This is an optimization exercise on Yosys and OpenROAD, whose aim is small area, a short achievable clock period and few clock cycles per item, not a production implementation.
In this exercise RTL edits were held to simulation tests only and were not proved equivalent to the original.
Power is estimated from default activity; no workload was simulated.

==> flow/design.v <==
`default_nettype none
package brm_pkg;
   localparam int IN_W      = 16;
   localparam int PRODUCT_W = 32;
   localparam int MAG_W     = 31;
   localparam int CFG_W     = 5;
   localparam logic [CFG_W-1:0] CFG_RESET = 5'd16;
   localparam logic [CFG_W-1:0] MIN_WIDTH = 5'd2;
   localparam int ROUNDS_PER_STAGE = 2;
endpackage
`default_nettype wire
`default_nettype none
module booth_radix2_multiplier_core #(
   parameter int MAX_WIDTH = 16
) (
   input  logic                      clock,
   input  logic                      reset,
   input  logic                          req_valid,
   output logic                          req_ready,
   input  logic [brm_pkg::IN_W-1:0]      req_multiplicand_bits,
   input  logic [brm_pkg::IN_W-1:0]      req_multiplier_bits,
   output logic                          rsp_valid,
   input  logic                          rsp_ready,
   output logic [brm_pkg::PRODUCT_W-1:0] rsp_product_bits,
   output logic                          rsp_negative,
   output logic [brm_pkg::MAG_W-1:0]     rsp_magnitude,
   input  logic                      csr_write_enable,
   input  logic [brm_pkg::CFG_W-1:0] csr_write_data
);
   logic [15:0] wm, wtop;
   logic [31:0] pmask;
   logic [3:0] nm1_ff;
   always_ff @(posedge clock) begin
      if (reset) begin
         nm1_ff <= 4'd15;
      end else if (csr_write_enable) begin
         nm1_ff <= (csr_write_data < 5'd2) ? 4'd1 : (csr_write_data > 5'd16) ? 4'd15 : 4'(csr_write_data - 5'd1);
      end
   end
   always_comb begin
      for (int i = 0; i < 16; i++) begin
         wm[i] = (4'(i) <= nm1_ff);
      end
   end
   assign wtop = wm & ~(wm >> 1);
   always_comb begin
      for (int i = 0; i < 16; i++) begin
         pmask[2*i]   = wm[i];
         pmask[2*i+1] = wm[i];
      end
   end
   logic        en;
   logic        req_sa, req_sb;
   logic [15:0] ax;
   logic [7:0] one;
   logic [7:0] two;
   logic [7:0] neg;
   logic ng;
   logic [15:0] ax_c;
   logic [15:0] bx_c;
   logic [7:0] one_c;
   logic [7:0] two_c;
   logic [7:0] neg_c;
   logic ng_c;
   logic sx_c;
   logic bl_c;
   assign req_sa = |(req_multiplicand_bits & wtop);
   assign req_sb = |(req_multiplier_bits & wtop);
   assign req_ready = en;
   logic        op_v;
   logic [15:0] ax_q;
   logic [7:0] one_q;
   logic [7:0] two_q;
   logic [7:0] neg_q;
   logic ng_q;
   always_ff @(posedge clock) begin
      if (reset) begin
         op_v <= 1'b0;
      end else if (en) begin
         op_v <= req_valid;
      end
   end
   always_ff @(posedge clock) begin
      if (en) begin
         ax_q <= ax_c;
         one_q <= one_c;
         two_q <= two_c;
         neg_q <= neg_c;
         ng_q <= ng_c;
      end
   end
   assign ax = ax_q;
   assign one = one_q;
   assign two = two_q;
   assign neg = neg_q;
   assign ng = ng_q;
   always_comb begin
      for (int j = 0; j < 16; j++) begin
         ax_c[j] = wm[j] ? req_multiplicand_bits[j] : req_sa;
         bx_c[j] = wm[j] ? req_multiplier_bits[j] : req_sb;
      end
      sx_c = req_sa ^ req_sb;
      ng_c = sx_c & (|(req_multiplicand_bits & wm)) & (|(req_multiplier_bits & wm));
      for (int i = 0; i < 8; i++) begin
         bl_c = (i == 0) ? 1'b0 : bx_c[2*i-1];
         one_c[i] = bx_c[2*i] ^ bl_c;
         two_c[i] = (bx_c[2*i+1] & ~bx_c[2*i] & ~bl_c) | (~bx_c[2*i+1] & bx_c[2*i] & bl_c);
         neg_c[i] = bx_c[2*i+1] ^ sx_c;
      end
   end
   wire pp1 = (one[0] & ax[0]) ^ neg[0];
   wire pp2 = ((one[0] & ax[1]) | (two[0] & ax[0])) ^ neg[0];
   wire pp3 = ((one[0] & ax[2]) | (two[0] & ax[1])) ^ neg[0];
   wire pp4 = ((one[0] & ax[3]) | (two[0] & ax[2])) ^ neg[0];
   wire pp5 = ((one[0] & ax[4]) | (two[0] & ax[3])) ^ neg[0];
   wire pp6 = ((one[0] & ax[5]) | (two[0] & ax[4])) ^ neg[0];
   wire pp7 = ((one[0] & ax[6]) | (two[0] & ax[5])) ^ neg[0];
   wire pp8 = ((one[0] & ax[7]) | (two[0] & ax[6])) ^ neg[0];
   wire pp9 = ((one[0] & ax[8]) | (two[0] & ax[7])) ^ neg[0];
   wire pp10 = ((one[0] & ax[9]) | (two[0] & ax[8])) ^ neg[0];
   wire pp11 = ((one[0] & ax[10]) | (two[0] & ax[9])) ^ neg[0];
   wire pp12 = ((one[0] & ax[11]) | (two[0] & ax[10])) ^ neg[0];
   wire pp13 = ((one[0] & ax[12]) | (two[0] & ax[11])) ^ neg[0];
   wire pp14 = ((one[0] & ax[13]) | (two[0] & ax[12])) ^ neg[0];
   wire pp15 = ((one[0] & ax[14]) | (two[0] & ax[13])) ^ neg[0];
   wire pp16 = ((one[0] & ax[15]) | (two[0] & ax[14])) ^ neg[0];
   wire pp17 = ((one[0] & ax[15]) | (two[0] & ax[15])) ^ neg[0];
   wire ns18 = ~pp17;
   wire u19 = one[0] & ax[0];
   wire un20 = u19 | neg[0];
   wire nu21 = ~u19;
   wire nun22 = ~un20;
   wire pp23 = (one[1] & ax[0]) ^ neg[1];
   wire pp24 = ((one[1] & ax[1]) | (two[1] & ax[0])) ^ neg[1];
   wire pp25 = ((one[1] & ax[2]) | (two[1] & ax[1])) ^ neg[1];
   wire pp26 = ((one[1] & ax[3]) | (two[1] & ax[2])) ^ neg[1];
   wire pp27 = ((one[1] & ax[4]) | (two[1] & ax[3])) ^ neg[1];
   wire pp28 = ((one[1] & ax[5]) | (two[1] & ax[4])) ^ neg[1];
   wire pp29 = ((one[1] & ax[6]) | (two[1] & ax[5])) ^ neg[1];
   wire pp30 = ((one[1] & ax[7]) | (two[1] & ax[6])) ^ neg[1];
   wire pp31 = ((one[1] & ax[8]) | (two[1] & ax[7])) ^ neg[1];
   wire pp32 = ((one[1] & ax[9]) | (two[1] & ax[8])) ^ neg[1];
   wire pp33 = ((one[1] & ax[10]) | (two[1] & ax[9])) ^ neg[1];
   wire pp34 = ((one[1] & ax[11]) | (two[1] & ax[10])) ^ neg[1];
   wire pp35 = ((one[1] & ax[12]) | (two[1] & ax[11])) ^ neg[1];
   wire pp36 = ((one[1] & ax[13]) | (two[1] & ax[12])) ^ neg[1];
   wire pp37 = ((one[1] & ax[14]) | (two[1] & ax[13])) ^ neg[1];
   wire pp38 = ((one[1] & ax[15]) | (two[1] & ax[14])) ^ neg[1];
   wire pp39 = ((one[1] & ax[15]) | (two[1] & ax[15])) ^ neg[1];
   wire ns40 = ~pp39;
   wire u41 = one[1] & ax[0];
   wire un42 = u41 | neg[1];
   wire nu43 = ~u41;
   wire nun44 = ~un42;
   wire pp45 = (one[2] & ax[0]) ^ neg[2];
   wire pp46 = ((one[2] & ax[1]) | (two[2] & ax[0])) ^ neg[2];
   wire pp47 = ((one[2] & ax[2]) | (two[2] & ax[1])) ^ neg[2];
   wire pp48 = ((one[2] & ax[3]) | (two[2] & ax[2])) ^ neg[2];
   wire pp49 = ((one[2] & ax[4]) | (two[2] & ax[3])) ^ neg[2];
   wire pp50 = ((one[2] & ax[5]) | (two[2] & ax[4])) ^ neg[2];
   wire pp51 = ((one[2] & ax[6]) | (two[2] & ax[5])) ^ neg[2];
   wire pp52 = ((one[2] & ax[7]) | (two[2] & ax[6])) ^ neg[2];
   wire pp53 = ((one[2] & ax[8]) | (two[2] & ax[7])) ^ neg[2];
   wire pp54 = ((one[2] & ax[9]) | (two[2] & ax[8])) ^ neg[2];
   wire pp55 = ((one[2] & ax[10]) | (two[2] & ax[9])) ^ neg[2];
   wire pp56 = ((one[2] & ax[11]) | (two[2] & ax[10])) ^ neg[2];
   wire pp57 = ((one[2] & ax[12]) | (two[2] & ax[11])) ^ neg[2];
   wire pp58 = ((one[2] & ax[13]) | (two[2] & ax[12])) ^ neg[2];
   wire pp59 = ((one[2] & ax[14]) | (two[2] & ax[13])) ^ neg[2];
   wire pp60 = ((one[2] & ax[15]) | (two[2] & ax[14])) ^ neg[2];
   wire pp61 = ((one[2] & ax[15]) | (two[2] & ax[15])) ^ neg[2];
   wire ns62 = ~pp61;
   wire u63 = one[2] & ax[0];
   wire un64 = u63 | neg[2];
   wire nu65 = ~u63;
   wire nun66 = ~un64;
   wire pp67 = (one[3] & ax[0]) ^ neg[3];
   wire pp68 = ((one[3] & ax[1]) | (two[3] & ax[0])) ^ neg[3];
   wire pp69 = ((one[3] & ax[2]) | (two[3] & ax[1])) ^ neg[3];
   wire pp70 = ((one[3] & ax[3]) | (two[3] & ax[2])) ^ neg[3];
   wire pp71 = ((one[3] & ax[4]) | (two[3] & ax[3])) ^ neg[3];
   wire pp72 = ((one[3] & ax[5]) | (two[3] & ax[4])) ^ neg[3];
   wire pp73 = ((one[3] & ax[6]) | (two[3] & ax[5])) ^ neg[3];
   wire pp74 = ((one[3] & ax[7]) | (two[3] & ax[6])) ^ neg[3];
   wire pp75 = ((one[3] & ax[8]) | (two[3] & ax[7])) ^ neg[3];
   wire pp76 = ((one[3] & ax[9]) | (two[3] & ax[8])) ^ neg[3];
   wire pp77 = ((one[3] & ax[10]) | (two[3] & ax[9])) ^ neg[3];
   wire pp78 = ((one[3] & ax[11]) | (two[3] & ax[10])) ^ neg[3];
   wire pp79 = ((one[3] & ax[12]) | (two[3] & ax[11])) ^ neg[3];
   wire pp80 = ((one[3] & ax[13]) | (two[3] & ax[12])) ^ neg[3];
   wire pp81 = ((one[3] & ax[14]) | (two[3] & ax[13])) ^ neg[3];
   wire pp82 = ((one[3] & ax[15]) | (two[3] & ax[14])) ^ neg[3];
   wire pp83 = ((one[3] & ax[15]) | (two[3] & ax[15])) ^ neg[3];
   wire ns84 = ~pp83;
   wire u85 = one[3] & ax[0];
   wire un86 = u85 | neg[3];
   wire nu87 = ~u85;
   wire nun88 = ~un86;
   wire pp89 = (one[4] & ax[0]) ^ neg[4];
   wire pp90 = ((one[4] & ax[1]) | (two[4] & ax[0])) ^ neg[4];
   wire pp91 = ((one[4] & ax[2]) | (two[4] & ax[1])) ^ neg[4];
   wire pp92 = ((one[4] & ax[3]) | (two[4] & ax[2])) ^ neg[4];
   wire pp93 = ((one[4] & ax[4]) | (two[4] & ax[3])) ^ neg[4];
   wire pp94 = ((one[4] & ax[5]) | (two[4] & ax[4])) ^ neg[4];
   wire pp95 = ((one[4] & ax[6]) | (two[4] & ax[5])) ^ neg[4];
   wire pp96 = ((one[4] & ax[7]) | (two[4] & ax[6])) ^ neg[4];
   wire pp97 = ((one[4] & ax[8]) | (two[4] & ax[7])) ^ neg[4];
   wire pp98 = ((one[4] & ax[9]) | (two[4] & ax[8])) ^ neg[4];
   wire pp99 = ((one[4] & ax[10]) | (two[4] & ax[9])) ^ neg[4];
   wire pp100 = ((one[4] & ax[11]) | (two[4] & ax[10])) ^ neg[4];
   wire pp101 = ((one[4] & ax[12]) | (two[4] & ax[11])) ^ neg[4];
   wire pp102 = ((one[4] & ax[13]) | (two[4] & ax[12])) ^ neg[4];
   wire pp103 = ((one[4] & ax[14]) | (two[4] & ax[13])) ^ neg[4];
   wire pp104 = ((one[4] & ax[15]) | (two[4] & ax[14])) ^ neg[4];
   wire pp105 = ((one[4] & ax[15]) | (two[4] & ax[15])) ^ neg[4];
   wire ns106 = ~pp105;
   wire u107 = one[4] & ax[0];
   wire un108 = u107 | neg[4];
   wire nu109 = ~u107;
   wire nun110 = ~un108;
   wire pp111 = (one[5] & ax[0]) ^ neg[5];
   wire pp112 = ((one[5] & ax[1]) | (two[5] & ax[0])) ^ neg[5];
   wire pp113 = ((one[5] & ax[2]) | (two[5] & ax[1])) ^ neg[5];
   wire pp114 = ((one[5] & ax[3]) | (two[5] & ax[2])) ^ neg[5];
   wire pp115 = ((one[5] & ax[4]) | (two[5] & ax[3])) ^ neg[5];
   wire pp116 = ((one[5] & ax[5]) | (two[5] & ax[4])) ^ neg[5];
   wire pp117 = ((one[5] & ax[6]) | (two[5] & ax[5])) ^ neg[5];
   wire pp118 = ((one[5] & ax[7]) | (two[5] & ax[6])) ^ neg[5];
   wire pp119 = ((one[5] & ax[8]) | (two[5] & ax[7])) ^ neg[5];
   wire pp120 = ((one[5] & ax[9]) | (two[5] & ax[8])) ^ neg[5];
   wire pp121 = ((one[5] & ax[10]) | (two[5] & ax[9])) ^ neg[5];
   wire pp122 = ((one[5] & ax[11]) | (two[5] & ax[10])) ^ neg[5];
   wire pp123 = ((one[5] & ax[12]) | (two[5] & ax[11])) ^ neg[5];
   wire pp124 = ((one[5] & ax[13]) | (two[5] & ax[12])) ^ neg[5];
   wire pp125 = ((one[5] & ax[14]) | (two[5] & ax[13])) ^ neg[5];
   wire pp126 = ((one[5] & ax[15]) | (two[5] & ax[14])) ^ neg[5];
   wire pp127 = ((one[5] & ax[15]) | (two[5] & ax[15])) ^ neg[5];
   wire ns128 = ~pp127;
   wire u129 = one[5] & ax[0];
   wire un130 = u129 | neg[5];
   wire nu131 = ~u129;
   wire nun132 = ~un130;
   wire pp133 = (one[6] & ax[0]) ^ neg[6];
   wire pp134 = ((one[6] & ax[1]) | (two[6] & ax[0])) ^ neg[6];
   wire pp135 = ((one[6] & ax[2]) | (two[6] & ax[1])) ^ neg[6];
   wire pp136 = ((one[6] & ax[3]) | (two[6] & ax[2])) ^ neg[6];
   wire pp137 = ((one[6] & ax[4]) | (two[6] & ax[3])) ^ neg[6];
   wire pp138 = ((one[6] & ax[5]) | (two[6] & ax[4])) ^ neg[6];
   wire pp139 = ((one[6] & ax[6]) | (two[6] & ax[5])) ^ neg[6];
   wire pp140 = ((one[6] & ax[7]) | (two[6] & ax[6])) ^ neg[6];
   wire pp141 = ((one[6] & ax[8]) | (two[6] & ax[7])) ^ neg[6];
   wire pp142 = ((one[6] & ax[9]) | (two[6] & ax[8])) ^ neg[6];
   wire pp143 = ((one[6] & ax[10]) | (two[6] & ax[9])) ^ neg[6];
   wire pp144 = ((one[6] & ax[11]) | (two[6] & ax[10])) ^ neg[6];
   wire pp145 = ((one[6] & ax[12]) | (two[6] & ax[11])) ^ neg[6];
   wire pp146 = ((one[6] & ax[13]) | (two[6] & ax[12])) ^ neg[6];
   wire pp147 = ((one[6] & ax[14]) | (two[6] & ax[13])) ^ neg[6];
   wire pp148 = ((one[6] & ax[15]) | (two[6] & ax[14])) ^ neg[6];
   wire pp149 = ((one[6] & ax[15]) | (two[6] & ax[15])) ^ neg[6];
   wire ns150 = ~pp149;
   wire u151 = one[6] & ax[0];
   wire un152 = u151 | neg[6];
   wire nu153 = ~u151;
   wire nun154 = ~un152;
   wire pp155 = (one[7] & ax[0]) ^ neg[7];
   wire pp156 = ((one[7] & ax[1]) | (two[7] & ax[0])) ^ neg[7];
   wire pp157 = ((one[7] & ax[2]) | (two[7] & ax[1])) ^ neg[7];
   wire pp158 = ((one[7] & ax[3]) | (two[7] & ax[2])) ^ neg[7];
   wire pp159 = ((one[7] & ax[4]) | (two[7] & ax[3])) ^ neg[7];
   wire pp160 = ((one[7] & ax[5]) | (two[7] & ax[4])) ^ neg[7];
   wire pp161 = ((one[7] & ax[6]) | (two[7] & ax[5])) ^ neg[7];
   wire pp162 = ((one[7] & ax[7]) | (two[7] & ax[6])) ^ neg[7];
   wire pp163 = ((one[7] & ax[8]) | (two[7] & ax[7])) ^ neg[7];
   wire pp164 = ((one[7] & ax[9]) | (two[7] & ax[8])) ^ neg[7];
   wire pp165 = ((one[7] & ax[10]) | (two[7] & ax[9])) ^ neg[7];
   wire pp166 = ((one[7] & ax[11]) | (two[7] & ax[10])) ^ neg[7];
   wire pp167 = ((one[7] & ax[12]) | (two[7] & ax[11])) ^ neg[7];
   wire pp168 = ((one[7] & ax[13]) | (two[7] & ax[12])) ^ neg[7];
   wire pp169 = ((one[7] & ax[14]) | (two[7] & ax[13])) ^ neg[7];
   wire pp170 = ((one[7] & ax[15]) | (two[7] & ax[14])) ^ neg[7];
   wire pp171 = ((one[7] & ax[15]) | (two[7] & ax[15])) ^ neg[7];
   wire ns172 = ~pp171;
   wire u173 = one[7] & ax[0];
   wire un174 = u173 | neg[7];
   wire nu175 = ~u173;
   wire nun176 = ~un174;
   wire s177 = pp11 ^ pp31;
   wire c178 = pp11 & pp31;
   wire s179 = pp12 ^ pp32 ^ pp52;
   wire c180 = (pp12 & pp32) | (pp52 & (pp12 ^ pp32));
   wire s181 = pp13 ^ pp33 ^ pp53;
   wire c182 = (pp13 & pp33) | (pp53 & (pp13 ^ pp33));
   wire s183 = pp73 ^ pp93;
   wire c184 = pp73 & pp93;
   wire s185 = pp14 ^ pp34 ^ pp54;
   wire c186 = (pp14 & pp34) | (pp54 & (pp14 ^ pp34));
   wire s187 = pp74 ^ pp94 ^ pp114;
   wire c188 = (pp74 & pp94) | (pp114 & (pp74 ^ pp94));
   wire s189 = pp15 ^ pp35 ^ pp55;
   wire c190 = (pp15 & pp35) | (pp55 & (pp15 ^ pp35));
   wire s191 = pp75 ^ pp95 ^ pp115;
   wire c192 = (pp75 & pp95) | (pp115 & (pp75 ^ pp95));
   wire s193 = pp135 ^ un152;
   wire c194 = pp135 & un152;
   wire s195 = pp16 ^ pp36 ^ pp56;
   wire c196 = (pp16 & pp36) | (pp56 & (pp16 ^ pp36));
   wire s197 = pp76 ^ pp96 ^ pp116;
   wire c198 = (pp76 & pp96) | (pp116 & (pp76 ^ pp96));
   wire s199 = pp136 ^ pp156 ^ nun176;
   wire c200 = (pp136 & pp156) | (nun176 & (pp136 ^ pp156));
   wire s201 = ns18 ^ pp37 ^ pp57;
   wire c202 = (ns18 & pp37) | (pp57 & (ns18 ^ pp37));
   wire s203 = pp77 ^ pp97 ^ pp117;
   wire c204 = (pp77 & pp97) | (pp117 & (pp77 ^ pp97));
   wire s205 = pp137 ^ pp157 ^ un174;
   wire c206 = (pp137 & pp157) | (un174 & (pp137 ^ pp157));
   wire s207 = 1'b1 ^ pp38 ^ pp58;
   wire c208 = (1'b1 & pp38) | (pp58 & (1'b1 ^ pp38));
   wire s209 = pp78 ^ pp98 ^ pp118;
   wire c210 = (pp78 & pp98) | (pp118 & (pp78 ^ pp98));
   wire s211 = pp138 ^ pp158;
   wire c212 = pp138 & pp158;
   wire s213 = ns40 ^ pp59 ^ pp79;
   wire c214 = (ns40 & pp59) | (pp79 & (ns40 ^ pp59));
   wire s215 = pp99 ^ pp119 ^ pp139;
   wire c216 = (pp99 & pp119) | (pp139 & (pp99 ^ pp119));
   wire s217 = 1'b1 ^ pp60 ^ pp80;
   wire c218 = (1'b1 & pp60) | (pp80 & (1'b1 ^ pp60));
   wire s219 = pp100 ^ pp120;
   wire c220 = pp100 & pp120;
   wire s221 = ns62 ^ pp81 ^ pp101;
   wire c222 = (ns62 & pp81) | (pp101 & (ns62 ^ pp81));
   wire s223 = 1'b1 ^ pp82;
   wire c224 = 1'b1 & pp82;
   wire s225 = pp7 ^ pp27;
   wire c226 = pp7 & pp27;
   wire s227 = pp8 ^ pp28 ^ pp48;
   wire c228 = (pp8 & pp28) | (pp48 & (pp8 ^ pp28));
   wire s229 = pp9 ^ pp29 ^ pp49;
   wire c230 = (pp9 & pp29) | (pp49 & (pp9 ^ pp29));
   wire s231 = pp69 ^ un86;
   wire c232 = pp69 & un86;
   wire s233 = pp10 ^ pp30 ^ pp50;
   wire c234 = (pp10 & pp30) | (pp50 & (pp10 ^ pp30));
   wire s235 = pp70 ^ pp90 ^ nun110;
   wire c236 = (pp70 & pp90) | (nun110 & (pp70 ^ pp90));
   wire s237 = pp51 ^ pp71 ^ pp91;
   wire c238 = (pp51 & pp71) | (pp91 & (pp51 ^ pp71));
   wire s239 = un108 ^ nu131 ^ s177;
   wire c240 = (un108 & nu131) | (s177 & (un108 ^ nu131));
   wire s241 = pp72 ^ pp92 ^ pp112;
   wire c242 = (pp72 & pp92) | (pp112 & (pp72 ^ pp92));
   wire s243 = nun132 ^ c178 ^ s179;
   wire c244 = (nun132 & c178) | (s179 & (nun132 ^ c178));
   wire s245 = pp113 ^ un130 ^ nu153;
   wire c246 = (pp113 & un130) | (nu153 & (pp113 ^ un130));
   wire s247 = s183 ^ c180 ^ s181;
   wire c248 = (s183 & c180) | (s181 & (s183 ^ c180));
   wire s249 = pp134 ^ nun154 ^ c184;
   wire c250 = (pp134 & nun154) | (c184 & (pp134 ^ nun154));
   wire s251 = c182 ^ s185 ^ s187;
   wire c252 = (c182 & s185) | (s187 & (c182 ^ s185));
   wire s253 = nu175 ^ s193 ^ c186;
   wire c254 = (nu175 & s193) | (c186 & (nu175 ^ s193));
   wire s255 = c188 ^ s189 ^ s191;
   wire c256 = (c188 & s189) | (s191 & (c188 ^ s189));
   wire s257 = c194 ^ c190 ^ c192;
   wire c258 = (c194 & c190) | (c192 & (c194 ^ c190));
   wire s259 = s195 ^ s197 ^ s199;
   wire c260 = (s195 & s197) | (s199 & (s195 ^ s197));
   wire s261 = c196 ^ c198 ^ c200;
   wire c262 = (c196 & c198) | (c200 & (c196 ^ c198));
   wire s263 = s201 ^ s203 ^ s205;
   wire c264 = (s201 & s203) | (s205 & (s201 ^ s203));
   wire s265 = s211 ^ c202 ^ c204;
   wire c266 = (s211 & c202) | (c204 & (s211 ^ c202));
   wire s267 = c206 ^ s207 ^ s209;
   wire c268 = (c206 & s207) | (s209 & (c206 ^ s207));
   wire s269 = pp159 ^ c212 ^ c208;
   wire c270 = (pp159 & c212) | (c208 & (pp159 ^ c212));
   wire s271 = c210 ^ s213 ^ s215;
   wire c272 = (c210 & s213) | (s215 & (c210 ^ s213));
   wire s273 = pp140 ^ pp160 ^ s219;
   wire c274 = (pp140 & pp160) | (s219 & (pp140 ^ pp160));
   wire s275 = c214 ^ c216 ^ s217;
   wire c276 = (c214 & c216) | (s217 & (c214 ^ c216));
   wire s277 = pp121 ^ pp141 ^ pp161;
   wire c278 = (pp121 & pp141) | (pp161 & (pp121 ^ pp141));
   wire s279 = c220 ^ c218 ^ s221;
   wire c280 = (c220 & c218) | (s221 & (c220 ^ c218));
   wire s281 = pp102 ^ pp122 ^ pp142;
   wire c282 = (pp102 & pp122) | (pp142 & (pp102 ^ pp122));
   wire s283 = pp162 ^ s223 ^ c222;
   wire c284 = (pp162 & s223) | (c222 & (pp162 ^ s223));
   wire s285 = ns84 ^ pp103 ^ pp123;
   wire c286 = (ns84 & pp103) | (pp123 & (ns84 ^ pp103));
   wire s287 = pp143 ^ pp163 ^ c224;
   wire c288 = (pp143 & pp163) | (c224 & (pp143 ^ pp163));
   wire s289 = 1'b1 ^ pp104 ^ pp124;
   wire c290 = (1'b1 & pp104) | (pp124 & (1'b1 ^ pp104));
   wire s291 = pp144 ^ pp164;
   wire c292 = pp144 & pp164;
   wire s293 = ns106 ^ pp125 ^ pp145;
   wire c294 = (ns106 & pp125) | (pp145 & (ns106 ^ pp125));
   wire s295 = 1'b1 ^ pp126;
   wire c296 = 1'b1 & pp126;
   wire s297 = pp5 ^ pp25;
   wire c298 = pp5 & pp25;
   wire s299 = pp6 ^ pp26 ^ pp46;
   wire c300 = (pp6 & pp26) | (pp46 & (pp6 ^ pp26));
   wire s301 = pp47 ^ un64 ^ nu87;
   wire c302 = (pp47 & un64) | (nu87 & (pp47 ^ un64));
   wire s303 = pp68 ^ nun88 ^ c226;
   wire c304 = (pp68 & nun88) | (c226 & (pp68 ^ nun88));
   wire s305 = nu109 ^ s231 ^ c228;
   wire c306 = (nu109 & s231) | (c228 & (nu109 ^ s231));
   wire s307 = c232 ^ c230 ^ s233;
   wire c308 = (c232 & c230) | (s233 & (c232 ^ c230));
   wire s309 = c234 ^ c236 ^ s237;
   wire c310 = (c234 & c236) | (s237 & (c234 ^ c236));
   wire s311 = c238 ^ s241 ^ c240;
   wire c312 = (c238 & s241) | (c240 & (c238 ^ s241));
   wire s313 = c242 ^ s245 ^ c244;
   wire c314 = (c242 & s245) | (c244 & (c242 ^ s245));
   wire s315 = c246 ^ s249 ^ c248;
   wire c316 = (c246 & s249) | (c248 & (c246 ^ s249));
   wire s317 = c250 ^ s253 ^ c252;
   wire c318 = (c250 & s253) | (c252 & (c250 ^ s253));
   wire s319 = c254 ^ s257 ^ c256;
   wire c320 = (c254 & s257) | (c256 & (c254 ^ s257));
   wire s321 = c258 ^ s261 ^ c260;
   wire c322 = (c258 & s261) | (c260 & (c258 ^ s261));
   wire s323 = c262 ^ s265 ^ c264;
   wire c324 = (c262 & s265) | (c264 & (c262 ^ s265));
   wire s325 = c266 ^ s269 ^ c268;
   wire c326 = (c266 & s269) | (c268 & (c266 ^ s269));
   wire s327 = s273 ^ c270 ^ c272;
   wire c328 = (s273 & c270) | (c272 & (s273 ^ c270));
   wire s329 = s277 ^ c274 ^ c276;
   wire c330 = (s277 & c274) | (c276 & (s277 ^ c274));
   wire s331 = c278 ^ s281 ^ s283;
   wire c332 = (c278 & s281) | (s283 & (c278 ^ s281));
   wire s333 = c282 ^ s285 ^ s287;
   wire c334 = (c282 & s285) | (s287 & (c282 ^ s285));
   wire s335 = s291 ^ c286 ^ s289;
   wire c336 = (s291 & c286) | (s289 & (s291 ^ c286));
   wire s337 = pp165 ^ c292 ^ c290;
   wire c338 = (pp165 & c292) | (c290 & (pp165 ^ c292));
   wire s339 = pp146 ^ pp166 ^ s295;
   wire c340 = (pp146 & pp166) | (s295 & (pp146 ^ pp166));
   wire s341 = ns128 ^ pp147 ^ pp167;
   wire c342 = (ns128 & pp147) | (pp167 & (ns128 ^ pp147));
   wire s343 = 1'b1 ^ pp148;
   wire c344 = 1'b1 & pp148;
   wire s345 = pp3 ^ un20;
   wire c346 = pp3 & un20;
   wire s347 = pp4 ^ pp24 ^ nun44;
   wire c348 = (pp4 & pp24) | (nun44 & (pp4 ^ pp24));
   wire s349 = un42 ^ nu65 ^ s297;
   wire c350 = (un42 & nu65) | (s297 & (un42 ^ nu65));
   wire s351 = nun66 ^ c298 ^ s299;
   wire c352 = (nun66 & c298) | (s299 & (nun66 ^ c298));
   wire s353 = s225 ^ c300 ^ s301;
   wire c354 = (s225 & c300) | (s301 & (s225 ^ c300));
   wire s355 = c302 ^ s227 ^ s303;
   wire c356 = (c302 & s227) | (s303 & (c302 ^ s227));
   wire s357 = s229 ^ c304 ^ s305;
   wire c358 = (s229 & c304) | (s305 & (s229 ^ c304));
   wire s359 = s235 ^ c306 ^ s307;
   wire c360 = (s235 & c306) | (s307 & (s235 ^ c306));
   wire s361 = s239 ^ c308 ^ s309;
   wire c362 = (s239 & c308) | (s309 & (s239 ^ c308));
   wire s363 = c310 ^ s243 ^ s311;
   wire c364 = (c310 & s243) | (s311 & (c310 ^ s243));
   wire s365 = s247 ^ c312 ^ s313;
   wire c366 = (s247 & c312) | (s313 & (s247 ^ c312));
   wire s367 = s251 ^ c314 ^ s315;
   wire c368 = (s251 & c314) | (s315 & (s251 ^ c314));
   wire s369 = s255 ^ c316 ^ s317;
   wire c370 = (s255 & c316) | (s317 & (s255 ^ c316));
   wire s371 = s259 ^ c318 ^ s319;
   wire c372 = (s259 & c318) | (s319 & (s259 ^ c318));
   wire s373 = s263 ^ c320 ^ s321;
   wire c374 = (s263 & c320) | (s321 & (s263 ^ c320));
   wire s375 = s267 ^ c322 ^ s323;
   wire c376 = (s267 & c322) | (s323 & (s267 ^ c322));
   wire s377 = s271 ^ c324 ^ s325;
   wire c378 = (s271 & c324) | (s325 & (s271 ^ c324));
   wire s379 = s275 ^ c326 ^ s327;
   wire c380 = (s275 & c326) | (s327 & (s275 ^ c326));
   wire s381 = s279 ^ c328 ^ s329;
   wire c382 = (s279 & c328) | (s329 & (s279 ^ c328));
   wire s383 = c280 ^ c330 ^ s331;
   wire c384 = (c280 & c330) | (s331 & (c280 ^ c330));
   wire s385 = c284 ^ s333 ^ c332;
   wire c386 = (c284 & s333) | (c332 & (c284 ^ s333));
   wire s387 = c288 ^ s335 ^ c334;
   wire c388 = (c288 & s335) | (c334 & (c288 ^ s335));
   wire s389 = s293 ^ s337 ^ c336;
   wire c390 = (s293 & s337) | (c336 & (s293 ^ s337));
   wire s391 = c294 ^ s339 ^ c338;
   wire c392 = (c294 & s339) | (c338 & (c294 ^ s339));
   wire s393 = c296 ^ s341 ^ c340;
   wire c394 = (c296 & s341) | (c340 & (c296 ^ s341));
   wire s395 = pp168 ^ s343 ^ c342;
   wire c396 = (pp168 & s343) | (c342 & (pp168 ^ s343));
   wire s397 = ns150 ^ pp169 ^ c344;
   wire c398 = (ns150 & pp169) | (c344 & (ns150 ^ pp169));
   wire s399 = 1'b1 ^ pp170;
   wire c400 = 1'b1 & pp170;
   wire p401 = mid_1 ^ mid_2;
   wire g402 = mid_1 & mid_2;
   wire p403 = mid_3 ^ mid_4;
   wire g404 = mid_3 & mid_4;
   wire p405 = mid_5 ^ mid_6;
   wire g406 = mid_5 & mid_6;
   wire p407 = mid_7 ^ mid_8;
   wire g408 = mid_7 & mid_8;
   wire p409 = mid_9 ^ mid_10;
   wire g410 = mid_9 & mid_10;
   wire p411 = mid_11 ^ mid_12;
   wire g412 = mid_11 & mid_12;
   wire p413 = mid_13 ^ mid_14;
   wire g414 = mid_13 & mid_14;
   wire p415 = mid_15 ^ mid_16;
   wire g416 = mid_15 & mid_16;
   wire p417 = mid_17 ^ mid_18;
   wire g418 = mid_17 & mid_18;
   wire p419 = mid_19 ^ mid_20;
   wire g420 = mid_19 & mid_20;
   wire p421 = mid_21 ^ mid_22;
   wire g422 = mid_21 & mid_22;
   wire p423 = mid_23 ^ mid_24;
   wire g424 = mid_23 & mid_24;
   wire p425 = mid_25 ^ mid_26;
   wire g426 = mid_25 & mid_26;
   wire p427 = mid_27 ^ mid_28;
   wire g428 = mid_27 & mid_28;
   wire p429 = mid_29 ^ mid_30;
   wire g430 = mid_29 & mid_30;
   wire p431 = mid_31 ^ mid_32;
   wire g432 = mid_31 & mid_32;
   wire p433 = mid_33 ^ mid_34;
   wire g434 = mid_33 & mid_34;
   wire p435 = mid_35 ^ mid_36;
   wire g436 = mid_35 & mid_36;
   wire p437 = mid_37 ^ mid_38;
   wire g438 = mid_37 & mid_38;
   wire p439 = mid_39 ^ mid_40;
   wire g440 = mid_39 & mid_40;
   wire p441 = mid_41 ^ mid_42;
   wire g442 = mid_41 & mid_42;
   wire p443 = mid_43 ^ mid_44;
   wire g444 = mid_43 & mid_44;
   wire p445 = mid_45 ^ mid_46;
   wire g446 = mid_45 & mid_46;
   wire p447 = mid_47 ^ mid_48;
   wire g448 = mid_47 & mid_48;
   wire p449 = mid_49 ^ mid_50;
   wire g450 = mid_49 & mid_50;
   wire p451 = mid_51 ^ mid_52;
   wire g452 = mid_51 & mid_52;
   wire p453 = mid_53 ^ mid_54;
   wire g454 = mid_53 & mid_54;
   wire p455 = mid_55 ^ mid_56;
   wire g456 = mid_55 & mid_56;
   wire p457 = mid_57 ^ mid_58;
   wire g458 = mid_57 & mid_58;
   wire p459 = mid_59 ^ mid_60;
   wire g460 = mid_59 & mid_60;
   wire T461 = p401 & mid_0;
   wire G462 = g406 | (p405 & g404);
   wire T463 = p405 & p403;
   wire G464 = g410 | (p409 & g408);
   wire T465 = p409 & p407;
   wire G466 = g414 | (p413 & g412);
   wire T467 = p413 & p411;
   wire G468 = g418 | (p417 & g416);
   wire T469 = p417 & p415;
   wire G470 = g422 | (p421 & g420);
   wire T471 = p421 & p419;
   wire G472 = g426 | (p425 & g424);
   wire T473 = p425 & p423;
   wire G474 = g430 | (p429 & g428);
   wire T475 = p429 & p427;
   wire G476 = g434 | (p433 & g432);
   wire T477 = p433 & p431;
   wire G478 = g438 | (p437 & g436);
   wire T479 = p437 & p435;
   wire G480 = g442 | (p441 & g440);
   wire T481 = p441 & p439;
   wire G482 = g446 | (p445 & g444);
   wire T483 = p445 & p443;
   wire G484 = g450 | (p449 & g448);
   wire T485 = p449 & p447;
   wire G486 = g454 | (p453 & g452);
   wire T487 = p453 & p451;
   wire G488 = g458 | (p457 & g456);
   wire T489 = p457 & p455;
   wire G490 = 1'b1 & g460;
   wire T491 = 1'b1 & p459;
   wire G492 = g404 | (p403 & g402);
   wire T493 = p403 & T461;
   wire G494 = G462 | (T463 & g402);
   wire T495 = T463 & T461;
   wire G496 = g412 | (p411 & G464);
   wire T497 = p411 & T465;
   wire G498 = G466 | (T467 & G464);
   wire T499 = T467 & T465;
   wire G500 = g420 | (p419 & G468);
   wire T501 = p419 & T469;
   wire G502 = G470 | (T471 & G468);
   wire T503 = T471 & T469;
   wire G504 = g428 | (p427 & G472);
   wire T505 = p427 & T473;
   wire G506 = G474 | (T475 & G472);
   wire T507 = T475 & T473;
   wire G508 = g436 | (p435 & G476);
   wire T509 = p435 & T477;
   wire G510 = G478 | (T479 & G476);
   wire T511 = T479 & T477;
   wire G512 = g444 | (p443 & G480);
   wire T513 = p443 & T481;
   wire G514 = G482 | (T483 & G480);
   wire T515 = T483 & T481;
   wire G516 = g452 | (p451 & G484);
   wire T517 = p451 & T485;
   wire G518 = G486 | (T487 & G484);
   wire T519 = T487 & T485;
   wire G520 = g460 | (p459 & G488);
   wire T521 = p459 & T489;
   wire G522 = G490 | (T491 & G488);
   wire T523 = T491 & T489;
   wire G524 = g408 | (p407 & G494);
   wire T525 = p407 & T495;
   wire G526 = G464 | (T465 & G494);
   wire T527 = T465 & T495;
   wire G528 = G496 | (T497 & G494);
   wire T529 = T497 & T495;
   wire G530 = G498 | (T499 & G494);
   wire T531 = T499 & T495;
   wire G532 = g424 | (p423 & G502);
   wire T533 = p423 & T503;
   wire G534 = G472 | (T473 & G502);
   wire T535 = T473 & T503;
   wire G536 = G504 | (T505 & G502);
   wire T537 = T505 & T503;
   wire G538 = G506 | (T507 & G502);
   wire T539 = T507 & T503;
   wire G540 = g440 | (p439 & G510);
   wire T541 = p439 & T511;
   wire G542 = G480 | (T481 & G510);
   wire T543 = T481 & T511;
   wire G544 = G512 | (T513 & G510);
   wire T545 = T513 & T511;
   wire G546 = G514 | (T515 & G510);
   wire T547 = T515 & T511;
   wire G548 = g456 | (p455 & G518);
   wire T549 = p455 & T519;
   wire G550 = G488 | (T489 & G518);
   wire T551 = T489 & T519;
   wire G552 = G520 | (T521 & G518);
   wire T553 = T521 & T519;
   wire G554 = G522 | (T523 & G518);
   wire T555 = T523 & T519;
   wire G556 = g416 | (p415 & G530);
   wire T557 = p415 & T531;
   wire G558 = G468 | (T469 & G530);
   wire T559 = T469 & T531;
   wire G560 = G500 | (T501 & G530);
   wire T561 = T501 & T531;
   wire G562 = G502 | (T503 & G530);
   wire T563 = T503 & T531;
   wire G564 = G532 | (T533 & G530);
   wire T565 = T533 & T531;
   wire G566 = G534 | (T535 & G530);
   wire T567 = T535 & T531;
   wire G568 = G536 | (T537 & G530);
   wire T569 = T537 & T531;
   wire G570 = G538 | (T539 & G530);
   wire T571 = T539 & T531;
   wire G572 = g448 | (p447 & G546);
   wire T573 = p447 & T547;
   wire G574 = G484 | (T485 & G546);
   wire T575 = T485 & T547;
   wire G576 = G516 | (T517 & G546);
   wire T577 = T517 & T547;
   wire G578 = G518 | (T519 & G546);
   wire T579 = T519 & T547;
   wire G580 = G548 | (T549 & G546);
   wire T581 = T549 & T547;
   wire G582 = G550 | (T551 & G546);
   wire T583 = T551 & T547;
   wire G584 = G552 | (T553 & G546);
   wire T585 = T553 & T547;
   wire G586 = G554 | (T555 & G546);
   wire T587 = T555 & T547;
   wire G588 = g432 | (p431 & G570);
   wire T589 = p431 & T571;
   wire G590 = G476 | (T477 & G570);
   wire T591 = T477 & T571;
   wire G592 = G508 | (T509 & G570);
   wire T593 = T509 & T571;
   wire G594 = G510 | (T511 & G570);
   wire T595 = T511 & T571;
   wire G596 = G540 | (T541 & G570);
   wire T597 = T541 & T571;
   wire G598 = G542 | (T543 & G570);
   wire T599 = T543 & T571;
   wire G600 = G544 | (T545 & G570);
   wire T601 = T545 & T571;
   wire G602 = G546 | (T547 & G570);
   wire T603 = T547 & T571;
   wire G604 = G572 | (T573 & G570);
   wire T605 = T573 & T571;
   wire G606 = G574 | (T575 & G570);
   wire T607 = T575 & T571;
   wire G608 = G576 | (T577 & G570);
   wire T609 = T577 & T571;
   wire G610 = G578 | (T579 & G570);
   wire T611 = T579 & T571;
   wire G612 = G580 | (T581 & G570);
   wire T613 = T581 & T571;
   wire G614 = G582 | (T583 & G570);
   wire T615 = T583 & T571;
   wire G616 = G584 | (T585 & G570);
   wire T617 = T585 & T571;
   wire G618 = G586 | (T587 & G570);
   wire T619 = T587 & T571;
   logic mid_v;
   logic mid_0;
   logic mid_1;
   logic mid_2;
   logic mid_3;
   logic mid_4;
   logic mid_5;
   logic mid_6;
   logic mid_7;
   logic mid_8;
   logic mid_9;
   logic mid_10;
   logic mid_11;
   logic mid_12;
   logic mid_13;
   logic mid_14;
   logic mid_15;
   logic mid_16;
   logic mid_17;
   logic mid_18;
   logic mid_19;
   logic mid_20;
   logic mid_21;
   logic mid_22;
   logic mid_23;
   logic mid_24;
   logic mid_25;
   logic mid_26;
   logic mid_27;
   logic mid_28;
   logic mid_29;
   logic mid_30;
   logic mid_31;
   logic mid_32;
   logic mid_33;
   logic mid_34;
   logic mid_35;
   logic mid_36;
   logic mid_37;
   logic mid_38;
   logic mid_39;
   logic mid_40;
   logic mid_41;
   logic mid_42;
   logic mid_43;
   logic mid_44;
   logic mid_45;
   logic mid_46;
   logic mid_47;
   logic mid_48;
   logic mid_49;
   logic mid_50;
   logic mid_51;
   logic mid_52;
   logic mid_53;
   logic mid_54;
   logic mid_55;
   logic mid_56;
   logic mid_57;
   logic mid_58;
   logic mid_59;
   logic mid_60;
   logic mid_61;
   always_ff @(posedge clock) begin
      if (reset) begin
         mid_v <= 1'b0;
      end else if (en) begin
         mid_v <= op_v;
      end
   end
   always_ff @(posedge clock) begin
      if (en) begin
         mid_0 <= nu21;
         mid_1 <= pp2;
         mid_2 <= nun22;
         mid_3 <= s345;
         mid_4 <= nu43;
         mid_5 <= s347;
         mid_6 <= c346;
         mid_7 <= s349;
         mid_8 <= c348;
         mid_9 <= s351;
         mid_10 <= c350;
         mid_11 <= s353;
         mid_12 <= c352;
         mid_13 <= s355;
         mid_14 <= c354;
         mid_15 <= s357;
         mid_16 <= c356;
         mid_17 <= s359;
         mid_18 <= c358;
         mid_19 <= s361;
         mid_20 <= c360;
         mid_21 <= s363;
         mid_22 <= c362;
         mid_23 <= s365;
         mid_24 <= c364;
         mid_25 <= s367;
         mid_26 <= c366;
         mid_27 <= s369;
         mid_28 <= c368;
         mid_29 <= s371;
         mid_30 <= c370;
         mid_31 <= s373;
         mid_32 <= c372;
         mid_33 <= s375;
         mid_34 <= c374;
         mid_35 <= s377;
         mid_36 <= c376;
         mid_37 <= s379;
         mid_38 <= c378;
         mid_39 <= s381;
         mid_40 <= c380;
         mid_41 <= s383;
         mid_42 <= c382;
         mid_43 <= s385;
         mid_44 <= c384;
         mid_45 <= s387;
         mid_46 <= c386;
         mid_47 <= s389;
         mid_48 <= c388;
         mid_49 <= s391;
         mid_50 <= c390;
         mid_51 <= s393;
         mid_52 <= c392;
         mid_53 <= s395;
         mid_54 <= c394;
         mid_55 <= s397;
         mid_56 <= c396;
         mid_57 <= s399;
         mid_58 <= c398;
         mid_59 <= ns172;
         mid_60 <= c400;
         mid_61 <= ng;
      end
   end
   logic [31:0] prod_w;
   logic [30:0] mag_w;
   assign prod_w = {(mid_61 ? ~(1'b1 ^ G616) : (1'b1 ^ (G616 | T617))), (mid_61 ? ~(p459 ^ G614) : (p459 ^ (G614 | T615))), (mid_61 ? ~(p457 ^ G612) : (p457 ^ (G612 | T613))), (mid_61 ? ~(p455 ^ G610) : (p455 ^ (G610 | T611))), (mid_61 ? ~(p453 ^ G608) : (p453 ^ (G608 | T609))), (mid_61 ? ~(p451 ^ G606) : (p451 ^ (G606 | T607))), (mid_61 ? ~(p449 ^ G604) : (p449 ^ (G604 | T605))), (mid_61 ? ~(p447 ^ G602) : (p447 ^ (G602 | T603))), (mid_61 ? ~(p445 ^ G600) : (p445 ^ (G600 | T601))), (mid_61 ? ~(p443 ^ G598) : (p443 ^ (G598 | T599))), (mid_61 ? ~(p441 ^ G596) : (p441 ^ (G596 | T597))), (mid_61 ? ~(p439 ^ G594) : (p439 ^ (G594 | T595))), (mid_61 ? ~(p437 ^ G592) : (p437 ^ (G592 | T593))), (mid_61 ? ~(p435 ^ G590) : (p435 ^ (G590 | T591))), (mid_61 ? ~(p433 ^ G588) : (p433 ^ (G588 | T589))), (mid_61 ? ~(p431 ^ G570) : (p431 ^ (G570 | T571))), (mid_61 ? ~(p429 ^ G568) : (p429 ^ (G568 | T569))), (mid_61 ? ~(p427 ^ G566) : (p427 ^ (G566 | T567))), (mid_61 ? ~(p425 ^ G564) : (p425 ^ (G564 | T565))), (mid_61 ? ~(p423 ^ G562) : (p423 ^ (G562 | T563))), (mid_61 ? ~(p421 ^ G560) : (p421 ^ (G560 | T561))), (mid_61 ? ~(p419 ^ G558) : (p419 ^ (G558 | T559))), (mid_61 ? ~(p417 ^ G556) : (p417 ^ (G556 | T557))), (mid_61 ? ~(p415 ^ G530) : (p415 ^ (G530 | T531))), (mid_61 ? ~(p413 ^ G528) : (p413 ^ (G528 | T529))), (mid_61 ? ~(p411 ^ G526) : (p411 ^ (G526 | T527))), (mid_61 ? ~(p409 ^ G524) : (p409 ^ (G524 | T525))), (mid_61 ? ~(p407 ^ G494) : (p407 ^ (G494 | T495))), (mid_61 ? ~(p405 ^ G492) : (p405 ^ (G492 | T493))), (mid_61 ? ~(p403 ^ g402) : (p403 ^ (g402 | T461))), (mid_61 ? ~(p401 ^ 1'b0) : (p401 ^ (1'b0 | mid_0))), (mid_61 ? ~mid_0 : ~mid_0)} & pmask;
   assign mag_w  = {(p459 ^ (G614 | T615)), (p457 ^ (G612 | T613)), (p455 ^ (G610 | T611)), (p453 ^ (G608 | T609)), (p451 ^ (G606 | T607)), (p449 ^ (G604 | T605)), (p447 ^ (G602 | T603)), (p445 ^ (G600 | T601)), (p443 ^ (G598 | T599)), (p441 ^ (G596 | T597)), (p439 ^ (G594 | T595)), (p437 ^ (G592 | T593)), (p435 ^ (G590 | T591)), (p433 ^ (G588 | T589)), (p431 ^ (G570 | T571)), (p429 ^ (G568 | T569)), (p427 ^ (G566 | T567)), (p425 ^ (G564 | T565)), (p423 ^ (G562 | T563)), (p421 ^ (G560 | T561)), (p419 ^ (G558 | T559)), (p417 ^ (G556 | T557)), (p415 ^ (G530 | T531)), (p413 ^ (G528 | T529)), (p411 ^ (G526 | T527)), (p409 ^ (G524 | T525)), (p407 ^ (G494 | T495)), (p405 ^ (G492 | T493)), (p403 ^ (g402 | T461)), (p401 ^ (1'b0 | mid_0)), ~mid_0};
   logic        out_v;
   logic [31:0] prod_ff;
   logic [29:1] mag_ff;
   logic        neg_ff;
   assign en = rsp_ready;
   always_ff @(posedge clock) begin
      if (reset) begin
         out_v <= 1'b0;
      end else if (en) begin
         out_v <= mid_v;
      end
   end
   always_ff @(posedge clock) begin
      if (en) begin
         prod_ff <= prod_w;
         mag_ff  <= mag_w[29:1];
         neg_ff  <= mid_61;
      end
   end
   assign rsp_valid        = out_v;
   assign rsp_product_bits = prod_ff;
   assign rsp_magnitude    = {prod_ff[30] & ~neg_ff, mag_ff, prod_ff[0]};
   assign rsp_negative     = neg_ff;
endmodule
`default_nettype wire
==> flow/flow/run.sh <==
#!/bin/bash
# Layout flow: the standard ORFS flow (standard.sh) with two changes:
#  1. synthesis: the same script, except that Yosys's "synth -run fine:" step
#     gets -noabc, so the quick ABC pass there does not re-encode the adder
#     trees before extract_fa (it leaves fewer inverters around the fa/ha
#     cells); flops, hierarchy flattening and renaming are as in synth_recipe.tcl.
#  2. port buffers are sky130_fd_sc_hd__buf_2 instead of the delay cell that
#     buffer_ports picks by default.
# Each tool's output goes to the ORFS logs under orfs/logs; make's own output
# goes to flow_make.log here.
set -euo pipefail
here=$(pwd)
sed 's|^proc synth {args} { yosys synth -nofsm -noshare {\*}\$args }|proc synth {args} { if {[lsearch -exact $args fine:] >= 0} { lappend args -noabc }; yosys synth -nofsm -noshare {*}$args }|' synth_recipe.tcl > flow_synth.tcl
grep -q -- '-noabc' flow_synth.tcl
sed -e "s|SYNTH_SCRIPT=[^ ]*|SYNTH_SCRIPT=$here/flow_synth.tcl|" \
    -e 's|"\${@:-finish}"|BUFFER_PORTS_ARGS="-buffer_cell sky130_fd_sc_hd__buf_2" "${@:-finish}"|' standard.sh > flow_standard_mod.sh
grep -q flow_synth.tcl flow_standard_mod.sh
bash flow_standard_mod.sh > flow_make.log 2>&1
==> flow/standard.sh <==
#!/bin/bash
# synth_recipe.tcl (not shown) runs the flow's synth.tcl, then flattens the netlist and writes it again
# the make line also repeats each setting of config.mk as NAME=value (left out here)
make -C /OpenROAD-flow-scripts/flow DESIGN_CONFIG=/design/flow/config.mk WORK_HOME=/design/flow/orfs CLKGATE_MAP_FILE= SYNTH_SCRIPT=/design/flow/synth_recipe.tcl "${@:-finish}"
==> flow/config.mk <==
export PLATFORM = sky130hd
export DESIGN_NAME = booth_radix2_multiplier_core
export DESIGN_NICKNAME = booth_radix2_multiplier_core
export VERILOG_FILES = /design/flow/design.v
export SDC_FILE = /design/flow/constraint.sdc
export NUM_CORES = 4
export LEC_CHECK = 0
export ABC_CLOCK_PERIOD_IN_PS = 2600
export CAP_MARGIN = 20
export CORE_MARGIN = 2
export CORE_UTILIZATION = 40
export CTS_BUF_LIST = sky130_fd_sc_hd__clkbuf_8
export PLACE_DENSITY = 0.6
export SETUP_SLACK_MARGIN = 4.1
export SLEW_MARGIN = 20
export TNS_END_PERCENT = 30
==> flow/constraint.sdc <==
create_clock -name core_clock -period 7.2 [get_ports {clock}]
set_input_delay 1.4400 -clock core_clock [delete_from_list [all_inputs] [get_ports {clock}]]
set_output_delay 1.4400 -clock core_clock [all_outputs]
set_load 0.01 [all_outputs]
==> results.cfg, run 1 <==
[run_status]
status = timing/DRC/antenna clean

[cells_and_area]
drive_above_1_share_pct = 26.3
area_delta_synth_final_pct = 19.8
stdcell_count = 1860
antenna_cells_inserted = 0
fin_nets = 1586

[logic_synthesis]
synth_top_cell_by_area = edfxtp_1
synth_seq_cells = 172
synthTopCellsByArea = edfxtp_1 (36%), fa_1 (15%), xnor2_1 (9.6%)
synth_edf_count = 165
syn_inst = 1257
synth_area_mm2 = 0.0137
synthFlopType = edfxtp_1
ys_async_sr_fraction_pct = 0
synth.yosys.seq_area_share_pct = 37.3
syn_avg_cell_area_um2 = 10.9
syn_nets = 1444
yosysWarnings = 1
synth.distinct_cells = 78
netlist_top_cells_count = edfxtp_1 (165), xnor2_1 (150), a22oi_1 (122)
yosysMostFrequentCell = edfxtp_1
yosys.area.top_type_share_pct = 36.3

[critical_path]
cp_max_fo = 3
cp-start-kind = primary input
critPathCapture = req_ready
r2r_cells = 7
cpLargestDelayFamily = buffers and inverters
slowest_stage = buf_16
critical_path.startpoint = rsp_ready
crit_type = in -> out
reg2reg_setup_slack_ns = 4.11
path_depth = 2
r2r-start = ax_q[9]$_DFFE_PP_
endpoint_kind = primary output
crit_chain = buf_16 > buf_6
worst_ep_required_time_ns = 5.76
r2r_end = mid_25$_DFFE_PP_
worstPathBufferInverterCount = 2
slowest_delay_ns = 0.11
crit_arrival_ns = 1.66

[timing]
rsz0062_at_grt = yes
slew_headroom_pct = 28.1
fin_ws_ns = 4.10
fin_worst_skew_ns = 0.0232
tightest_slew_ns = 1.08
hold_viol = 0
setup_viol = 0
fin_crit_ns = 3.10
slew_viol_final = 0
finalCritPeriodShare_pct = 43.1
max_freq_mhz = 322
setup_tns_ns = 0

[placement]
dpl.hpwl_mm = 25.4
post-place-ws_ns = 3.56
io_buffers = 107
place_congestion = 0.909
dp_cells = 1710

[routing]
vias = 10300
vias_per_cell = 5.54
route.detailed.drc = 0
antenna_left = 0
drt_iter0_drc = 1137
wirelength_mm = 37.4
first_pass_iters = 6
wire_per_inst_um = 20.1

[clock_network]
htreeDepth = 4
root_buffer = clkbuf_8
clk_latency_ns = 0.51
clkSinkCount = 172
cts_buffer_depth = 2
clk_pin_slew_worst_paths_ns = 0.10
cts_buffers = 17
cts_tree = done

[global_routing]
grt_util_all_layers_pct = 21.0
grt.overflow.total = 0
grt_pass1_vias = 10000
antenna_found_initial = 0
grt_pass1_wl_mm = 57.5
grt_max_degree = 68

[die]
core_mm2 = 0.0336
rows = 67
die-area_mm2 = 0.0356
die_h_um = 189
initial_core_util_pct = 40.6
die_w_um = 189
ios = 108

[run]
cap_violations = 0

[power]
p_leak_uw = 0.00641
p_per_area_mw_per_mm2 = 511
peakVddDrop_uv = 198

[min_path]
hold_path_class = reg -> reg
-- worst min path at each step --
stage | cells after the start | slack [ns] | startpoint | endpoint
3_3_place_gp | 0 | 0.41 | ng_q$_DFFE_PP_ | mid_61$_DFFE_PP_
5_1_grt | 0 | 0.45 | ng_q$_DFFE_PP_ | mid_61$_DFFE_PP_
6_report | 0 | 0.44 | ng_q$_DFFE_PP_ | mid_61$_DFFE_PP_
2_1_floorplan | 0 | 0.40 | ng_q$_DFFE_PP_ | mid_61$_DFFE_PP_
4_1_cts | 0 | 0.43 | ng_q$_DFFE_PP_ | mid_61$_DFFE_PP_
3_5_place_dp | 0 | 0.41 | ng_q$_DFFE_PP_ | mid_61$_DFFE_PP_
-- sequential cells by signal, summed over array words and instances (netlist names), 4 cells and up --
register	flops
one_q	8
nm1_ff	4
prod_ff	32
neg_q	8
mag_ff	29
ax_q	16
two_q	8
-- report_power, final --
part / switching, uW / internal [uW] / total (uW)
Sequential: 132 / 1970 / 2100
Combinational: 3060 / 2460 / 5520
Clock: 395 / 348 / 744
Total: 3590 / 4780 / 8370
-- cells by family (layout without fill, tap and decap cells) --
kind of cell / count (synthesis) / count (layout) / share of synthesized area [%]
adders and majority gates: 145 / 145 / 18.8
xor gates and xnor gates: 196 / 196 / 12.6
DFF: 172 / 172 / 37.3
buffers and inverters: 181 / 335 / 5.17
and+or+nand+nor: 224 / 224 / 7.96
AOI/OAI and AO/OA: 309 / 310 / 15.7
muxes: 30 / 30 / 2.44
-- cell usage in the layout (no fill, tap or decap), types with 6 or more instances in the layout --
cell type / Yosys / routed
edfxtp_1: 165 / 165
nand3_1: 11 / 10
nor3_1: 12 / 12
fa_1: 100 / 86
xnor2_1: 150 / 146
o21ai_1: 5 / 8
a31oi_1: 8 / 8
and3_1: 7 / 7
o21ai_0: 35 / 28
a22oi_1: 122 / 100
nor2b_1: 7 / 7
a21oi_1: 60 / 55
xor2_1: 45 / 43
clkbuf_8: 0 / 17
ha_1: 45 / 38
inv_1: 69 / 69
ha_2: 0 / 6
nand2_1: 52 / 51
buf_4: 3 / 102
buf_12: 0 / 17
a22oi_2: 0 / 22
or2_2: 7 / 7
and2_1: 10 / 9
nand3b_1: 6 / 6
buf_2: 12 / 105
nor2_1: 83 / 81
a211o_1: 7 / 7
mux2i_1: 24 / 24
a21o_1: 17 / 17
nand2b_1: 6 / 6
fa_2: 0 / 14
-- per-stage QoR --
stage / power [uW] / area, um^2 / utilization, % / hold WS [ns]
after global placement: 7060 / 14400 / 42.9 / 0.406
after CTS: 8170 / 16000 / 47.7 / 0.430
after global routing: 9100 / 16400 / 48.7 / 0.452
final: 8370 / 16400 / 48.7 / 0.438
after detailed placement: 7200 / 14400 / 42.9 / 0.412
after floorplan: 5830 / 13800 / - / 0.400
-- what timing repair did --
| action | in CTS | in global routing |
|---|---|---|
| gates cloned | 2 | 1 |
| hold buffers | 0 | 0 |
| pin swaps | 4 | 27 |
| setup endpoints to repair | 45 | 50 |
| buffers inserted | 110 | 5 |
| gates resized for setup | 25 | 67 |
-- routing by layer --
metal	track usage [%]	wire [um]	vias to the layer above
li1	-	-	4742
met1	28.4	16200	5050
met2	33.4	17600	428
met3	3.78	2410	85
met4	8.56	1210	0
met5	0	0	-
-- cell type report --
cell class / instances / area [um^2]
Fill cell: 3009 / 17300
Multi-Input combinational cell: 905 / 8230
Sequential cell: 172 / 5100
Timing Repair Buffer: 232 / 1780
Tap cell: 448 / 561
Inverter: 71 / 270
Clock buffer: 17 / 234
Clock inverter: 15 / 189
Testbench counts, summed over its fixed seeds: cycles 8,024, items 8,000.
==> run 2, diff against run 1 <==
--- a/flow/config.mk
+++ b/flow/config.mk
@@ -7,3 +7,3 @@
 export LEC_CHECK = 0
-export ABC_CLOCK_PERIOD_IN_PS = 2600
+export ABC_CLOCK_PERIOD_IN_PS = 4000
 export CAP_MARGIN = 20
==> run 2 against run 1 <==
  * Still clean
  * Utilization is the same
  * Final cell count unchanged
  * Non-clock buffer count stayed put
  * First-iteration DRC count did not move
  * Sequential share of layout area unchanged
  * Clock skew unchanged
  * Sequential cell count is the same
  * Maximum frequency did not move
  * Critical endpoint unchanged
  * Largest cell class unchanged
==> results.cfg, run 2 <==
[cells_and_area]
area_delta_synth_final_pct = 19.8
layout_commonest_cell = edfxtp_1
fin_nets = 1586
mostFrequentLayoutCells = edfxtp_1 (165), xnor2_1 (146), buf_2 (105), buf_4 (102), a22oi_1 (100)
largestRegisters = prod_ff (32), mag_ff (29), ax_q (16)
largest_register = prod_ff
antenna_cells_inserted = 0
n_fill_cell = 3009
largest_reg_flops = 32
stdcell_count = 1860
drive_above_1_share_pct = 26.3

[clock_network]
clk_latency_ns = 0.51
clk_pin_slew_worst_paths_ns = 0.10
htreeDepth = 4
root_buffer = clkbuf_8
cts_buffer_depth = 2
cts_buffers = 17
clkSinkCount = 172
postCtsHoldBufs = 0
cts_tree = done

[power]
p_leak_uw = 0.00641
p_per_area_mw_per_mm2 = 511
peakVddDrop_uv = 198

[critical_path]
r2r_cells = 7
crit_arrival_ns = 1.66
r2r_end = mid_25$_DFFE_PP_
worst_ep_required_time_ns = 5.76
r2r-start = ax_q[9]$_DFFE_PP_
reg2reg_setup_slack_ns = 4.11
cp-start-kind = primary input
endpoint_kind = primary output
slowest_stage = buf_16
cp_max_fo = 3
crit_type = in -> out
slowest_delay_ns = 0.11
crit_chain = buf_16 > buf_6
cpLargestDelayFamily = buffers and inverters
worstPathBufferInverterCount = 2
critical_path.startpoint = rsp_ready

[routing]
antenna_left = 0
vias_per_cell = 5.54
route.detailed.drc = 0
wire_per_inst_um = 20.1
drt_iter0_drc = 1137
vias = 10300
first_pass_iters = 6
wirelength_mm = 37.4

[min_path]
min_to = mid_61$_DFFE_PP_
hold_depth = 0
hold_start = ng_q$_DFFE_PP_
hold_path_class = reg -> reg

[die]
rows = 67
die_h_um = 189
die_w_um = 189
die-area_mm2 = 0.0356
core_mm2 = 0.0336
initial_core_util_pct = 40.6
ios = 108

[placement]
dpl.hpwl_mm = 25.4
dp_cells = 1710
place_congestion = 0.909
io_buffers = 107

[global_routing]
grt_max_degree = 68
grt_pass1_vias = 10000
grt.overflow.total = 0
antenna_found_initial = 0
grt_util_all_layers_pct = 21.0
grt_pass1_wl_mm = 57.5

[timing]
tightest_slew_ns = 1.08
slew_headroom_pct = 28.1
setup_tns_ns = 0
max_freq_mhz = 322
fin_crit_ns = 3.10
rsz0062_at_grt = yes
hold_viol = 0
fin_worst_skew_ns = 0.0232
finalCritPeriodShare_pct = 43.1
setup_viol = 0
slew_viol_final = 0

[logic_synthesis]
synthTopCellsByArea = edfxtp_1 (36%), fa_1 (15%), xnor2_1 (9.6%)
synth.distinct_cells = 78
synthFlopType = edfxtp_1
yosys.area.top_type_share_pct = 36.3
syn_inst = 1257
syn_avg_cell_area_um2 = 10.9
synth_seq_cells = 172
ys_async_sr_fraction_pct = 0
synth_edf_count = 165
synth.yosys.seq_area_share_pct = 37.3
synth_area_mm2 = 0.0137
yosysWarnings = 1
syn_nets = 1444
synth_top_cell_by_area = edfxtp_1
netlist_top_cells_count = edfxtp_1 (165), xnor2_1 (150), a22oi_1 (122)
yosysMostFrequentCell = edfxtp_1

[run]
cap_violations = 0

[run_status]
status = timing/DRC/antenna clean
[run 2: cell counts after synthesis]
No cell type changed its count.
[run 2: worst max path at each step]
stage	cells after the start	endpoint
after detailed placement	6	neg_q[0]$_DFFE_PP_
after CTS	11	prod_ff[17]$_DFFE_PP_
after global placement	7	neg_q[1]$_DFFE_PP_
after floorplan	8	mid_31$_DFFE_PP_
after global routing	7	mid_39$_DFFE_PP_
final	2	req_ready
[run 2: routing by layer]
metal | vias to the layer above | share of wire (%) | routed length [um] | global-route usage (%)
li1 | 4742 | - | - | -
met1 | 5050 | 43 | 16200 | 28.4
met2 | 428 | 47 | 17600 | 33.4
met3 | 85 | 6.4 | 2410 | 3.78
met4 | 0 | 3.2 | 1210 | 8.56
met5 | - | 0 | 0 | 0
[run 2: worst register-to-register path: cells and delay by family (launching register included)]
kind            cells  cell delay, ns
fa+ha+maj           4            1.84
flops               1            0.44
compound gates      1            0.22
buf+inv             1            0.18
xor+xnor            1            0.18
[run 2: timing repair]
item / CTS / global route
gates resized for setup: 25 / 67
gates cloned: 2 / 1
hold endpoints to repair: 0 / 0
pin swaps: 4 / 27
setup endpoints to repair: 45 / 50
buffers inserted: 110 / 5
[run 2: area by class of cell]
class / count / area (um^2) / share of cell area (%)
multi-input combinational: 905 / 8230 / 50.3
inverter: 71 / 270 / 1.65
clock inverter: 15 / 189 / 1.15
clock buffer: 17 / 234 / 1.43
timing repair buffer: 232 / 1780 / 10.9
sequential: 172 / 5100 / 31.2
tap: 448 / 561 / 3.43
[run 2: cell families (layout without fill, tap and decap cells)]
group | count (synthesis) | after routing | synth area share [%]
compound gates | 309 | 310 | 15.7
xor+xnor | 196 | 196 | 12.6
fa+ha+maj | 145 | 145 | 18.8
buf+inv | 181 | 335 | 5.17
flops | 172 | 172 | 37.3
mux | 30 | 30 | 2.44
simple gates | 224 | 224 | 7.96
[run 2: power by group]
part           switching [uW]  internal [uW]  leakage [uW]
clock network             395            348      0.000208
logic                    3060           2460       0.00452
registers                 132           1970       0.00168
[run 2: metrics by stage]
stage	worst slack (ns)	area [um^2]	power [uW]	utilization [%]	hold WS, ns
after floorplan	4.06	13800	5830	-	0.400
after global placement	3.58	14400	7060	42.9	0.406
after detailed placement	3.56	14400	7200	42.9	0.412
after CTS	4.06	16000	8170	47.7	0.430
after global routing	4.02	16400	9100	48.7	0.452
final	4.10	16400	8370	48.7	0.438

[port drivers added, routing unchanged]
How much do the figures lean on ideal ports? The routed layouts below were timed once more, with nothing changed but the port constraints. Step 1 (the two cells are an assumption about what drives the block):
set clk [get_ports {clock}]
set_driving_cell -lib_cell sky130_fd_sc_hd__clkbuf_16 $clk
set_driving_cell -lib_cell sky130_fd_sc_hd__buf_2 [delete_from_list [all_inputs] $clk]
Step 2 also shifts input and output timing later by t, the mid clock arrival at the registers, as if the neighbouring blocks saw the same clock. a / b / c = no drivers / after step 1 / after step 2; a / b = the first two.
run | t (ns) | setup WS [ns] | hold WS [ns] | clock arrival spread, ns | worst data-port slew with drivers (ns)
run 1 | 0.548 | 4.096 / 3.958 / 3.644 | 0.438 / 0.438 / 0.438 | 0.025 / 0.025 | 0.18
run 2 | 0.548 | 4.096 / 3.958 / 3.644 | 0.438 / 0.438 / 0.438 | 0.025 / 0.025 | 0.18
After both steps every run listed still meets setup and hold.
